This design comes from an exercise in tuning for a short achievable clock period and few clock cycles on the open sky130 flow, not from production work. For this run, only the layout was checked, not whether the RTL still works. Power is estimated from default activity; no workload was simulated.

==> design.v <==
`default_nettype none
package cpu_pkg;
    typedef logic [31:0] word_t;       
    typedef logic [4:0]  reg_addr_t;   
    typedef logic [5:0]  opcode_t;     
    localparam opcode_t OP_RTYPE = 6'b000_000;
    localparam opcode_t OP_J     = 6'b000_010;
    localparam opcode_t OP_BEQ   = 6'b000_100;
    localparam opcode_t OP_BNE   = 6'b000_101;
    localparam opcode_t OP_ADDIU = 6'b001_001;
    localparam opcode_t OP_LW    = 6'b100_011;
    localparam opcode_t OP_SW    = 6'b101_011;
    localparam logic [5:0] FUNCT_ADDU = 6'b100_001;
    localparam logic [5:0] FUNCT_OR   = 6'b100_101;
    localparam logic [5:0] FUNCT_SLT  = 6'b101_010;
    typedef struct packed {
        opcode_t   op;
        reg_addr_t rs;
        reg_addr_t rt;
        logic [15:0] imm16;   
    } instr_t;
    typedef enum logic [1:0] {alu_add, alu_sub, alu_or, alu_slt} alu_op_e;
    typedef enum logic {src_a_pc, src_a_reg} src_a_e;
    typedef enum logic [1:0] {
        src_b_reg, src_b_four, src_b_imm, src_b_imm_shift
    } src_b_e;
    typedef enum logic [1:0] {pc_src_alu, pc_src_alu_out, pc_src_jump} pc_src_e;
    typedef struct packed {
        logic    pc_write;       
        logic    pc_write_beq;   
        logic    pc_write_bne;   
        logic    mem_read;
        logic    mem_write;
        logic    reg_write;
        logic    mem_to_reg;     
        logic    reg_dst_rd;     
        pc_src_e pc_src;
        alu_op_e alu_op;
        src_a_e  src_a;
        src_b_e  src_b;
    } ctrl_t;
endpackage
`default_nettype wire
`default_nettype none
module ks_add
#(
    parameter int W = 32
)
(
    input  wire logic [W-1:0] a,
    input  wire logic [W-1:0] b,
    input  wire logic         cin,
    output logic      [W-1:0] s,
    output logic              co
);
    localparam int LV = $clog2(W);
    logic [W-1:0] p;
    logic [W-1:0] gk [LV+1];   
    logic [W-1:0] pk [LV+1];   
    assign p      = a ^ b;
    assign pk[0]  = p;
    assign gk[0]  = (a & b) | {{(W-1){1'b0}}, p[0] & cin};
    for (genvar l = 0; l < LV; l++)
    begin : g_lv
        localparam int D = 1 << l;
        for (genvar i = 0; i < W; i++)
        begin : g_bit
            if (i >= D)
            begin : g_op
                assign gk[l+1][i] = gk[l][i] | (pk[l][i] & gk[l][i-D]);
                assign pk[l+1][i] = pk[l][i] & pk[l][i-D];
            end
            else
            begin : g_pass
                assign gk[l+1][i] = gk[l][i];
                assign pk[l+1][i] = pk[l][i];
            end
        end
    end
    assign s  = p ^ {gk[LV][W-2:0], cin};
    assign co = gk[LV][W-1];
endmodule
`default_nettype wire
`default_nettype none
module mips_cpu
#(
    parameter cpu_pkg::word_t reset_pc = '0
)
(
    input  wire logic  clk,
    input  wire logic  rst,
    input  cpu_pkg::word_t      instruction,   
    input  cpu_pkg::word_t      read_data,     
    output cpu_pkg::word_t      pc,
    output cpu_pkg::word_t      address,
    output cpu_pkg::word_t      write_data,
    output logic       mem_read,
    output logic       mem_write
);
    logic [31:0] pc_q;           
    logic        stall;          
    logic        valid_d;
    logic [31:0] ir_d;
    logic [31:0] pc4_d;
    logic        pred_d;         
    logic        pok_d;          
    logic        valid_e;
    logic [4:0]  rd_e;           
    logic        lw_e, sw_e, beq_e, bne_e, j_e, or_e, slt_e;
    logic        pred_e, pok_e;
    logic        same_e;         
    logic [31:0] a_e, b_e, c_e;  
    logic        fa_e, fb_e, fc_e;   
    logic        fl_e;           
    logic [31:0] tgt_e;
    logic [31:0] seq_e;
    logic [4:0]  rd_m;
    logic        lw_m;
    logic        sw_m;
    logic [31:0] res_m;
    logic [31:0] sd_m;
    logic [4:0]  rd_w;
    logic [31:0] val_w;
    logic [31:0] regs [32];
    logic [31:0] rvalid;
    logic        mispredict;
    logic [31:0] redir_pc;
    assign pc = pc_q;
    logic [5:0]  f_op;
    logic [4:0]  f_rs, f_rt;
    logic        f_j, f_beq, f_bne, f_pred;
    logic        f_use_rs, f_use_rt;
    logic [9:0]  f_boff;
    logic        f_co10;
    logic [31:0] f_ptgt;
    logic        f_pok;
    logic [31:0] pc_plus4;
    logic        unused_co0;
    logic        f_hazard;
    assign f_op  = instruction[31:26];
    assign f_rs  = instruction[25:21];
    assign f_rt  = instruction[20:16];
    assign f_j   = (f_op == cpu_pkg::OP_J);
    assign f_beq = (f_op == cpu_pkg::OP_BEQ);
    assign f_bne = (f_op == cpu_pkg::OP_BNE);
    assign f_pred = f_j | (f_beq & (f_rs == f_rt)) | (f_bne & (f_rs != f_rt));
    assign f_use_rs = (f_op == cpu_pkg::OP_RTYPE) | (f_op == cpu_pkg::OP_ADDIU)
                    | (f_op == cpu_pkg::OP_LW) | (f_op == cpu_pkg::OP_SW)
                    | f_beq | f_bne;
    assign f_use_rt = (f_op == cpu_pkg::OP_RTYPE) | f_beq | f_bne;
    ks_add #(.W(30)) u_pc_inc (
        .a (pc_q[31:2]), .b (30'd0), .cin (1'b1), .s (pc_plus4[31:2]), .co (unused_co0)
    );
    assign pc_plus4[1:0] = pc_q[1:0];
    ks_add #(.W(10)) u_boff (
        .a (pc_q[11:2]), .b (instruction[9:0]), .cin (1'b1), .s (f_boff), .co (f_co10)
    );
    assign f_ptgt = f_j ? {pc_q[31:28], instruction[25:0], 2'b00}
                        : {pc_q[31:12], f_boff, 2'b00};
    assign f_pok = f_j ? ~(&pc_q[27:2])
                       : (((instruction[15:10] == 6'h00) & ~f_co10)
                        | ((instruction[15:10] == 6'h3f) &  f_co10));
    assign f_hazard = valid_d & (ir_d[31:26] == cpu_pkg::OP_LW) & (ir_d[20:16] != 5'd0)
                    & ((f_use_rs & (f_rs == ir_d[20:16])) | (f_use_rt & (f_rt == ir_d[20:16])));
    always_ff @(posedge clk)
    begin
        if (rst)
        begin
            pc_q  <= reset_pc;
            stall <= 1'b0;
        end
        else
        begin
            if (mispredict)
                pc_q <= redir_pc;
            else if (stall)
                pc_q <= pc_q;
            else if (f_pred)
                pc_q <= f_ptgt;
            else
                pc_q <= pc_plus4;
            stall <= ~mispredict & ~stall & f_hazard;
        end
    end
    always_ff @(posedge clk)
    begin
        if (rst | mispredict)
            valid_d <= 1'b0;
        else if (~stall)
            valid_d <= 1'b1;
        if (~stall)
        begin
            ir_d   <= instruction;
            pc4_d  <= pc_plus4;
            pred_d <= f_pred;
            pok_d  <= f_pok;
        end
    end
    logic [5:0]  d_op;
    logic [4:0]  d_rs, d_rt, d_rd;
    logic [5:0]  d_funct;
    logic [31:0] d_imm;
    logic        d_rtype, d_addiu, d_lw, d_sw, d_beq, d_bne, d_j;
    logic [4:0]  d_dest;
    logic        d_use_imm;
    logic [29:0] d_btgt;
    logic        unused_co1;
    logic [31:0] rf_a, rf_b;
    logic [31:0] rs_val, rt_val;
    logic        e_live;
    logic        d_fa, d_fb;
    assign d_op    = ir_d[31:26];
    assign d_rs    = ir_d[25:21];
    assign d_rt    = ir_d[20:16];
    assign d_rd    = ir_d[15:11];
    assign d_funct = ir_d[5:0];
    assign d_imm   = {{16{ir_d[15]}}, ir_d[15:0]};
    assign d_rtype = (d_op == cpu_pkg::OP_RTYPE);
    assign d_addiu = (d_op == cpu_pkg::OP_ADDIU);
    assign d_lw    = (d_op == cpu_pkg::OP_LW);
    assign d_sw    = (d_op == cpu_pkg::OP_SW);
    assign d_beq   = (d_op == cpu_pkg::OP_BEQ);
    assign d_bne   = (d_op == cpu_pkg::OP_BNE);
    assign d_j     = (d_op == cpu_pkg::OP_J);
    assign d_dest    = d_rtype ? d_rd : ((d_addiu | d_lw) ? d_rt : 5'd0);
    assign d_use_imm = d_addiu | d_lw | d_sw;
    ks_add #(.W(30)) u_btgt (
        .a (pc4_d[31:2]), .b (d_imm[29:0]), .cin (1'b0), .s (d_btgt), .co (unused_co1)
    );
    always_comb
    begin
        rf_a = '0;
        rf_b = '0;
        for (int i = 1; i < 32; i++)
        begin
            rf_a = rf_a | ({32{rvalid[i] & (d_rs == 5'(i))}} & regs[i]);
            rf_b = rf_b | ({32{rvalid[i] & (d_rt == 5'(i))}} & regs[i]);
        end
    end
    always_comb
    begin
        if ((rd_m != 5'd0) && (rd_m == d_rs))
            rs_val = lw_m ? read_data : res_m;
        else if ((rd_w != 5'd0) && (rd_w == d_rs))
            rs_val = val_w;
        else
            rs_val = rf_a;
        if ((rd_m != 5'd0) && (rd_m == d_rt))
            rt_val = lw_m ? read_data : res_m;
        else if ((rd_w != 5'd0) && (rd_w == d_rt))
            rt_val = val_w;
        else
            rt_val = rf_b;
    end
    assign e_live = valid_e & (rd_e != 5'd0);
    assign d_fa   = e_live & (rd_e == d_rs);
    assign d_fb   = e_live & (rd_e == d_rt);
    always_ff @(posedge clk)
    begin
        if (rst | mispredict | stall | ~valid_d)
            valid_e <= 1'b0;
        else
            valid_e <= 1'b1;
        rd_e   <= d_dest;
        lw_e   <= d_lw;
        sw_e   <= d_sw;
        beq_e  <= d_beq;
        bne_e  <= d_bne;
        j_e    <= d_j;
        or_e   <= d_rtype & (d_funct == cpu_pkg::FUNCT_OR);
        slt_e  <= d_rtype & (d_funct == cpu_pkg::FUNCT_SLT);
        pred_e <= pred_d;
        pok_e  <= pok_d;
        same_e <= (ir_d[15:0] == 16'd0);
        a_e <= rs_val;
        b_e <= d_use_imm ? d_imm : rt_val;
        c_e <= rt_val;
        fa_e <= d_fa & ~lw_e;
        fb_e <= d_fb & ~lw_e & ~d_use_imm;
        fc_e <= d_fb & ~lw_e;
        fl_e <= d_fb & lw_e;
        tgt_e <= d_j ? {pc4_d[31:28], ir_d[25:0], 2'b00} : {d_btgt, 2'b00};
        seq_e <= pc4_d;
    end
    logic [31:0] op_a, op_b, op_c, sd;
    logic [31:0] alu;
    logic        eq, taken;
    assign op_a = fa_e ? res_m : a_e;
    assign op_b = fb_e ? res_m : b_e;
    assign op_c = fc_e ? res_m : c_e;
    assign sd   = fl_e ? read_data : op_c;   
    logic [31:0] sum, diff;
    logic        unused_co3, unused_co4;
    logic        lt;
    ks_add #(.W(32)) u_add (
        .a (op_a), .b (op_b), .cin (1'b0), .s (sum), .co (unused_co3)
    );
    ks_add #(.W(32)) u_sub (
        .a (op_a), .b (~op_b), .cin (1'b1), .s (diff), .co (unused_co4)
    );
    assign lt = (op_a[31] ^ op_b[31]) ? op_a[31] : diff[31];
    always_comb
    begin
        if (or_e)
            alu = op_a | op_b;
        else if (slt_e)
            alu = {31'd0, lt};
        else
            alu = sum;
    end
    assign eq    = (op_a == op_c);
    assign taken = j_e | (beq_e & eq) | (bne_e & ~eq);
    assign mispredict = valid_e & ~(same_e & ~j_e) & (taken ? ~(pred_e & pok_e) : pred_e);
    assign redir_pc   = taken ? tgt_e : seq_e;
    always_ff @(posedge clk)
    begin
        if (rst)
        begin
            rd_m <= 5'd0;
            lw_m <= 1'b0;
            sw_m <= 1'b0;
        end
        else
        begin
            rd_m <= valid_e ? rd_e : 5'd0;
            lw_m <= valid_e & lw_e;
            sw_m <= valid_e & sw_e;
        end
        res_m <= alu;
        sd_m  <= sd;
    end
    assign address    = res_m;
    assign write_data = sd_m;
    assign mem_read   = lw_m;
    assign mem_write  = sw_m;
    always_ff @(posedge clk)
    begin
        if (rst)
            rd_w <= 5'd0;
        else
            rd_w <= rd_m;
        val_w <= lw_m ? read_data : res_m;
    end
    for (genvar i = 1; i < 32; i++)
    begin : g_reg
        always_ff @(posedge clk)
        begin
            if (rd_w == 5'(i))
                regs[i] <= val_w;
        end
    end
    always_ff @(posedge clk)
    begin
        if (rst)
            rvalid <= '0;
        else if (rd_w != 5'd0)
            rvalid[rd_w] <= 1'b1;
    end
endmodule
`default_nettype wire
==> flow/run.sh <==
#!/bin/bash
set -o pipefail
MARGIN=${MARGIN:-7}
bash standard.sh SETUP_SLACK_MARGIN=$MARGIN finish > flow_standard.log 2>&1
==> standard.sh <==
#!/bin/bash
# synth_recipe.tcl (not shown) runs the flow's synth.tcl, then flattens the netlist and writes it again
# the make line also repeats each setting of config.mk as NAME=value (left out here)
make -C /OpenROAD-flow-scripts/flow DESIGN_CONFIG=/design/flow/config.mk WORK_HOME=/design/flow/orfs CLKGATE_MAP_FILE= SYNTH_SCRIPT=/design/flow/synth_recipe.tcl "${@:-finish}"
==> config.mk <==
export PLATFORM = sky130hd
export DESIGN_NAME = mips_cpu
export DESIGN_NICKNAME = mips_cpu
export VERILOG_FILES = /design/flow/design.v
export SDC_FILE = /design/flow/constraint.sdc
export NUM_CORES = 4
export LEC_CHECK = 0
export CAP_MARGIN = 20
export CORE_MARGIN = 2
export CORE_UTILIZATION = 80
export SLEW_MARGIN = 20
==> constraint.sdc <==
create_clock -name core_clock -period 10.0 [get_ports {clk}]
set_input_delay 2.0000 -clock core_clock [delete_from_list [all_inputs] [get_ports {clk}]]
set_output_delay 2.0000 -clock core_clock [all_outputs]
set_load 0.01 [all_outputs]
==> notes.md <==
* Post-synth ARST share at 0%
* Synth cell types at 78
* Post-synth top area share at 50.2%
* Compound-Gate Fraction of Synth Area at 18.2%
* Synthesized flop and latch total at 1409
* First Err: [ERROR DPL-0033] detailed placement checks failed during check placement.
* Root buf cell: clkbuf_16
* Post-synth EDFFs at 1058
* Num CTS Buffers at 137
* Syn Inst Count at 5123
* Cell area after synthesis at 63300 sq um
* Rows at 103
* Cts hold-fix bufs at 0
* PostCTS Resize Cnt at 1385
* Die X at 285 microns
* Top cells by area, synth: edfxtp_1, dfxtp_1, a22oi_1
* Htree depth at 4
* Post-Synth Adder-Cell Area at 2.89%
* Num ports at 164
* Post-Synth Simple-Gate Area at 8.68%
* Seq/Total Area, Yosys at 61.3%
* Syn nets at 5333
* Count leader, synth: edfxtp_1
* Yosys Warn Count at 11
* Post-synth top area cell: edfxtp_1
* Post-CTS setup buffer count at 234
* Initial Util at 80.5%
* Post-synth top cells: edfxtp_1, a22oi_1, dfxtp_1
* Outcome: did not finish
* CTS Buffer Depth at 3
* XOR/XNOR Fraction of Synth Area at 2.75%
* GPL Wtd Cong at 1.00
* Avg Inst Size Synth at 12.4 sq um
* DPL Wire Length at 140000 microns
* Main combinational cell family by area after synthesis: compound AO/OA/AOI/OAI gates
* DIE HEIGHT at 285 microns
* Ys flop type: edfxtp_1
* Port bufs at 163
* Failing step: 4_1_cts
* Mux contribution to synthesized area at 2.78%
* CTS sink count at 1409
==> power by group through the flow <==
stage | logic, mW | clock network (mW) | registers [mW]
2_1_floorplan | 0.177 | 0 | 6.45
3_5_place_dp | 0.280 | 0 | 6.49
3_3_place_gp | 0.272 | 0 | 6.48
==> cell families after synthesis <==
group / Yosys count
simple gates: 1094
mux: 167
flops: 1409
compound gates: 1556
buf+inv: 554
fa+ha+maj: 144
xor+xnor: 199
==> metrics by stage <==
stage                     setup slack (ps)  cell area (sq um)  hold slack (ps)  instances
after floorplan                       6010              63700              323       5123
after detailed placement              4510              66200              327       6058
after global placement                4590              66200              324       6058
==> worst min-delay path by stage <==
stage / start / to / slack (ps) / cells after the start
3_5_place_dp: pc4_d[1] / seq_e[1] / 330 / 0
3_3_place_gp: pc4_d[1] / seq_e[1] / 320 / 0
2_1_floorplan: pok_d / pok_e / 320 / 0
